From an optimization exercise on the open Yosys and OpenROAD flow, aimed at small area; shortcuts taken in it are not production practice.
The RTL was checked by simulation tests, not by an equivalence proof against the original design.
The clock port is modelled as an ideal driver; clocking choices that lean on that would not hold on a real chip.
Power figures rest on the tool's default switching activity, not on a simulated workload.

the baseline:
## simd_wrapper
module simd_wrapper (
  input  logic                          clk,
  input  logic                          rst,
  input  logic [4-1:0]        result_valid,
  input  logic [4*(2+32)-1:0] result,
  output logic [4-1:0]        result_ready,
  input  logic                          tag_valid,
  input  logic [8-1:0]    tag,
  output logic                          tag_ready,
  input  logic                          stack_ready,
  input  logic                          stack_complete,
  output logic [8+4+4*(2+32)-1:0] upstream
);
  localparam int WORD_W  = 2 + 32;
  localparam int LANES_W = 4 * WORD_W;
  localparam int LINE_D  = 6 / 2;
  localparam int TAG_D   = 2 + 1;
  logic [4-1:0]     lane_nonempty;
  logic [LANES_W-1:0]         lane_popped;
  logic [TAG_D-1:0]           tag_valid_q;
  logic [8-1:0] tag_popped;
  logic [1:0]                 tag_held;
  logic                       tag_below;
  logic                       pop;
  logic                       go_q;
  logic                       stack_complete_q;
  logic                       valid_q;
  logic                       rd_line;
  logic [4-1:0]     wr_line;
  for (genvar i = 0; i < 4; i++)
  begin : g_lane
    logic [LINE_D-1:0] valid_a;
    logic [LINE_D-1:0] valid_b;
    logic [WORD_W-1:0] head_a;
    logic [WORD_W-1:0] head_b;
    result_fifo #(
      .DEPTH (LINE_D),
      .WIDTH (WORD_W)
    ) u_line_a (
      .clk        (clk),
      .rst        (rst),
  ...
export LEC_CHECK = 0
export CAP_MARGIN = 10
export CORE_MARGIN = 2
export CORE_UTILIZATION = 70
export SLEW_MARGIN = 10
create_clock -name core_clock -period 4.0 [get_ports {clk}]
standard.sh (not shown) runs the stock make flow with config.mk's settings and CLKGATE_MAP_FILE= SYNTH_SCRIPT=/design/flow/synth_recipe.tcl, a recipe that flattens the netlist after the stock synthesis.
==> flow/flow/run.sh <==
#!/bin/bash
# ORFS layout through the standard.sh, changed in three ways:
#  - synthesis is synth_recipe.tcl unchanged except that Yosys's abc call uses
#    an area-oriented mapping script (flow/abc_area.script); registers are
#    mapped before abc, so their names and cells are the standard ones;
#  - ports are buffered with buf_1;
#  - the clock tree uses small clock buffers and no dummy loads;
#  - after CTS, cells are sized down where timing allows (post_cts.tcl).
# The make output goes to standard_make.log; each tool's log is in orfs/logs.
set -euo pipefail
WORK=$(pwd)
cat > "$WORK/area_synth.tcl" <<EOT
proc abc {args} {
  set i [lsearch -exact \$args -script]
  if {\$i >= 0} { lset args [expr {\$i + 1}] {$WORK/flow/abc_area.script} }
  yosys abc {*}\$args
}
source {$WORK/synth_recipe.tcl}
EOT
bash standard.sh \
  "SYNTH_SCRIPT=$WORK/area_synth.tcl" \
  "BUFFER_PORTS_ARGS=-buffer_cell sky130_fd_sc_hd__buf_1" \
  "CTS_ARGS=-sink_clustering_enable -repair_clock_nets -dont_use_dummy_load -buf_list {sky130_fd_sc_hd__clkbuf_8} -sink_clustering_size 18 -sink_clustering_max_diameter 50" \
  "POST_CTS_TCL=$WORK/flow/post_cts.tcl" \
  finish > standard_make.log 2>&1
==> flow/flow/abc_area.script <==
strash
dch
amap
==> flow/flow/post_cts.tcl <==
# After CTS: size cells down where timing allows, then legalise again.
estimate_parasitics -placement
repair_timing -recover_power 100 -verbose
detailed_placement
check_placement -verbose
diff inputs: the baseline => the candidate
diff --git a/flow/flow/run.sh b/flow/flow/run.sh
--- a/flow/flow/run.sh
+++ b/flow/flow/run.sh
@@ -5,6 +5,5 @@
 #    mapped before abc, so their names and cells are the standard ones;
 #  - ports are buffered with buf_1;
-#  - the clock tree uses small clock buffers and no dummy loads;
-#  - after CTS, cells are sized down where timing allows (post_cts.tcl).
+#  - the clock tree uses small clock buffers and no dummy loads.
 # The make output goes to standard_make.log; each tool's log is in orfs/logs.
 set -euo pipefail
@@ -21,5 +20,4 @@
   "SYNTH_SCRIPT=$WORK/area_synth.tcl" \
   "BUFFER_PORTS_ARGS=-buffer_cell sky130_fd_sc_hd__buf_1" \
-  "CTS_ARGS=-sink_clustering_enable -repair_clock_nets -dont_use_dummy_load -buf_list {sky130_fd_sc_hd__clkbuf_8} -sink_clustering_size 18 -sink_clustering_max_diameter 50" \
-  "POST_CTS_TCL=$WORK/flow/post_cts.tcl" \
+  "CTS_ARGS=-sink_clustering_enable -repair_clock_nets -dont_use_dummy_load -buf_list {sky130_fd_sc_hd__clkbuf_8} -sink_clustering_size 22 -sink_clustering_max_diameter 55" \
   finish > standard_make.log 2>&1
removed: flow/flow/post_cts.tcl
As far as cell count after synthesis goes, the baseline and the candidate are indistinguishable; the numbers are identical. Side by side, final clock period utilization by the worst path turned out lower in the candidate than in the baseline. Leakage power figure improves in the candidate relative to the baseline. Taking the baseline as the reference point, the internal power component of the candidate falls by 1.7%.

========
== oak ==
Starting RTL as in the previous note.
## simd_wrapper
module simd_wrapper (
  input  logic                          clk,
  input  logic                          rst,
  input  logic [4-1:0]        result_valid,
  input  logic [4*(2+32)-1:0] result,
  output logic [4-1:0]        result_ready,
  input  logic                          tag_valid,
  input  logic [8-1:0]    tag,
  output logic                          tag_ready,
  input  logic                          stack_ready,
  input  logic                          stack_complete,
  output logic [8+4+4*(2+32)-1:0] upstream
);
export LEC_CHECK = 0
export CAP_MARGIN = 0
export CORE_MARGIN = 2
export CORE_UTILIZATION = 70
export GPL_TIMING_DRIVEN = 0
export SLEW_MARGIN = 0
create_clock -name core_clock -period 4.0 [get_ports {clk}]
==> flow/flow/run.sh <==
#!/bin/bash
# ORFS layout through the standard.sh, changed in three ways:
#  - synthesis is synth_recipe.tcl unchanged except that Yosys's abc call uses
#    an area-oriented mapping script (flow/abc_area.script); registers are
#    mapped before abc, so their names and cells are the standard ones;
#  - ports are buffered with buf_1;
#  - the clock tree uses small clock buffers and no dummy loads.
# The make output goes to standard_make.log; each tool's log is in orfs/logs.
set -euo pipefail
WORK=$(pwd)
cat > "$WORK/area_synth.tcl" <<EOT
proc abc {args} {
  set i [lsearch -exact \$args -script]
  if {\$i >= 0} { lset args [expr {\$i + 1}] {$WORK/flow/abc_area.script} }
  yosys abc {*}\$args
}
source {$WORK/synth_recipe.tcl}
EOT
bash standard.sh \
  "SYNTH_SCRIPT=$WORK/area_synth.tcl" \
  "BUFFER_PORTS_ARGS=-buffer_cell sky130_fd_sc_hd__buf_1" \
  "CTS_ARGS=-sink_clustering_enable -repair_clock_nets -dont_use_dummy_load -buf_list {sky130_fd_sc_hd__clkbuf_8} -sink_clustering_size 18 -sink_clustering_max_diameter 50" \
  finish > standard_make.log 2>&1
Scripts as last shown in full above: flow/flow/abc_area.script
The following lists how pine was set up differently from oak:
Settings: swapping 70 for 80 in CORE_UTILIZATION; swapping 0 for 10 in CAP_MARGIN; swapping 0 for 10 in SLEW_MARGIN; clearing GPL_TIMING_DRIVEN, which used to be 0.
Findings:
pine | ERROR | global routing
oak has a higher number of instances resized during post-cts repair than pine.
pine vs oak on starting utilization of the core area: pine is the higher one.
Detailed placement HPWL came out higher on pine than on oak.
pine does better than oak on pre-CTS setup slack.
In terms of fraction of the mapped netlist area in simple logic gates, pine and oak differ only marginally.
Looking at instance area at placement, pine sits 490 µm² lower than oak does.
Compared with oak, pine shows a global placement routability congestion that is about 4% higher.
pine vs oak: number of instances in the placed design down by a few percent
pine — row count 5 lower, oak as reference
Input changes introduced in birch (baseline for comparison: pine):
Settings: CORE_UTILIZATION: 80 -> 70.
Findings:
Going from pine to birch, the overall die height was found to have gone up by 6.8%. pine -> birch: maximum number of buffers from clock root to sink flat. Changes observed in birch relative to pine: placement-stage cell area flat, width of the chip up 6.8%. Compared birch vs pine, and number of core rows is up in birch. Compared with pine, in birch global placement routability congestion up about 1.6%, pre-CTS setup slack up 0.33 ns. Apart from pine, each of pine and birch ends the flow with a layout that passes the timing, DRC and antenna checks. pine never completed; the flow aborted with a tool error in global routing. birch vs. pine: total clock buffers created by CTS now larger, final HPWL from detailed placement saw a decrease. Diff pine and birch: number of cells after detailed placement higher in birch.

what the ideal ports hide:
No port has a modelled driver above. Below, the same layouts with a new extraction and two added sets of constraints.
Step 1: set_driving_cell puts a clkbuf_16 on clk and a buf_2 on each other input, an assumption about the parent block.
Step 2 also shifts input and output timing later by t, the mid clock arrival at the registers, as if the neighbouring blocks saw the same clock.
a / b / c = no drivers / after step 1 / after step 2; a / b = the first two.
run | shift t [ns] | setup WS [ns] | hold WS [ns] | worst setup path at the end | worst register clock-pin slew, ns
the baseline | 0.697 | 0.424 / 0.424 / 0.424 | 0.264 / 0.284 / 0.403 | register to register | 0.10 / 0.10
the candidate | 0.681 | 0.742 / 0.689 / 1.250 | 0.254 / 0.269 / 0.380 | register to register | 0.12 / 0.12
oak | 0.701 | 0.434 / 0.379 / 0.604 | 0.238 / 0.248 / 0.392 | register to register | 0.10 / 0.10
birch | 0.698 | 0.733 / 0.682 / 1.278 | 0.265 / 0.282 / 0.403 | register to register | 0.11 / 0.11
After both steps every run listed still meets setup and hold.
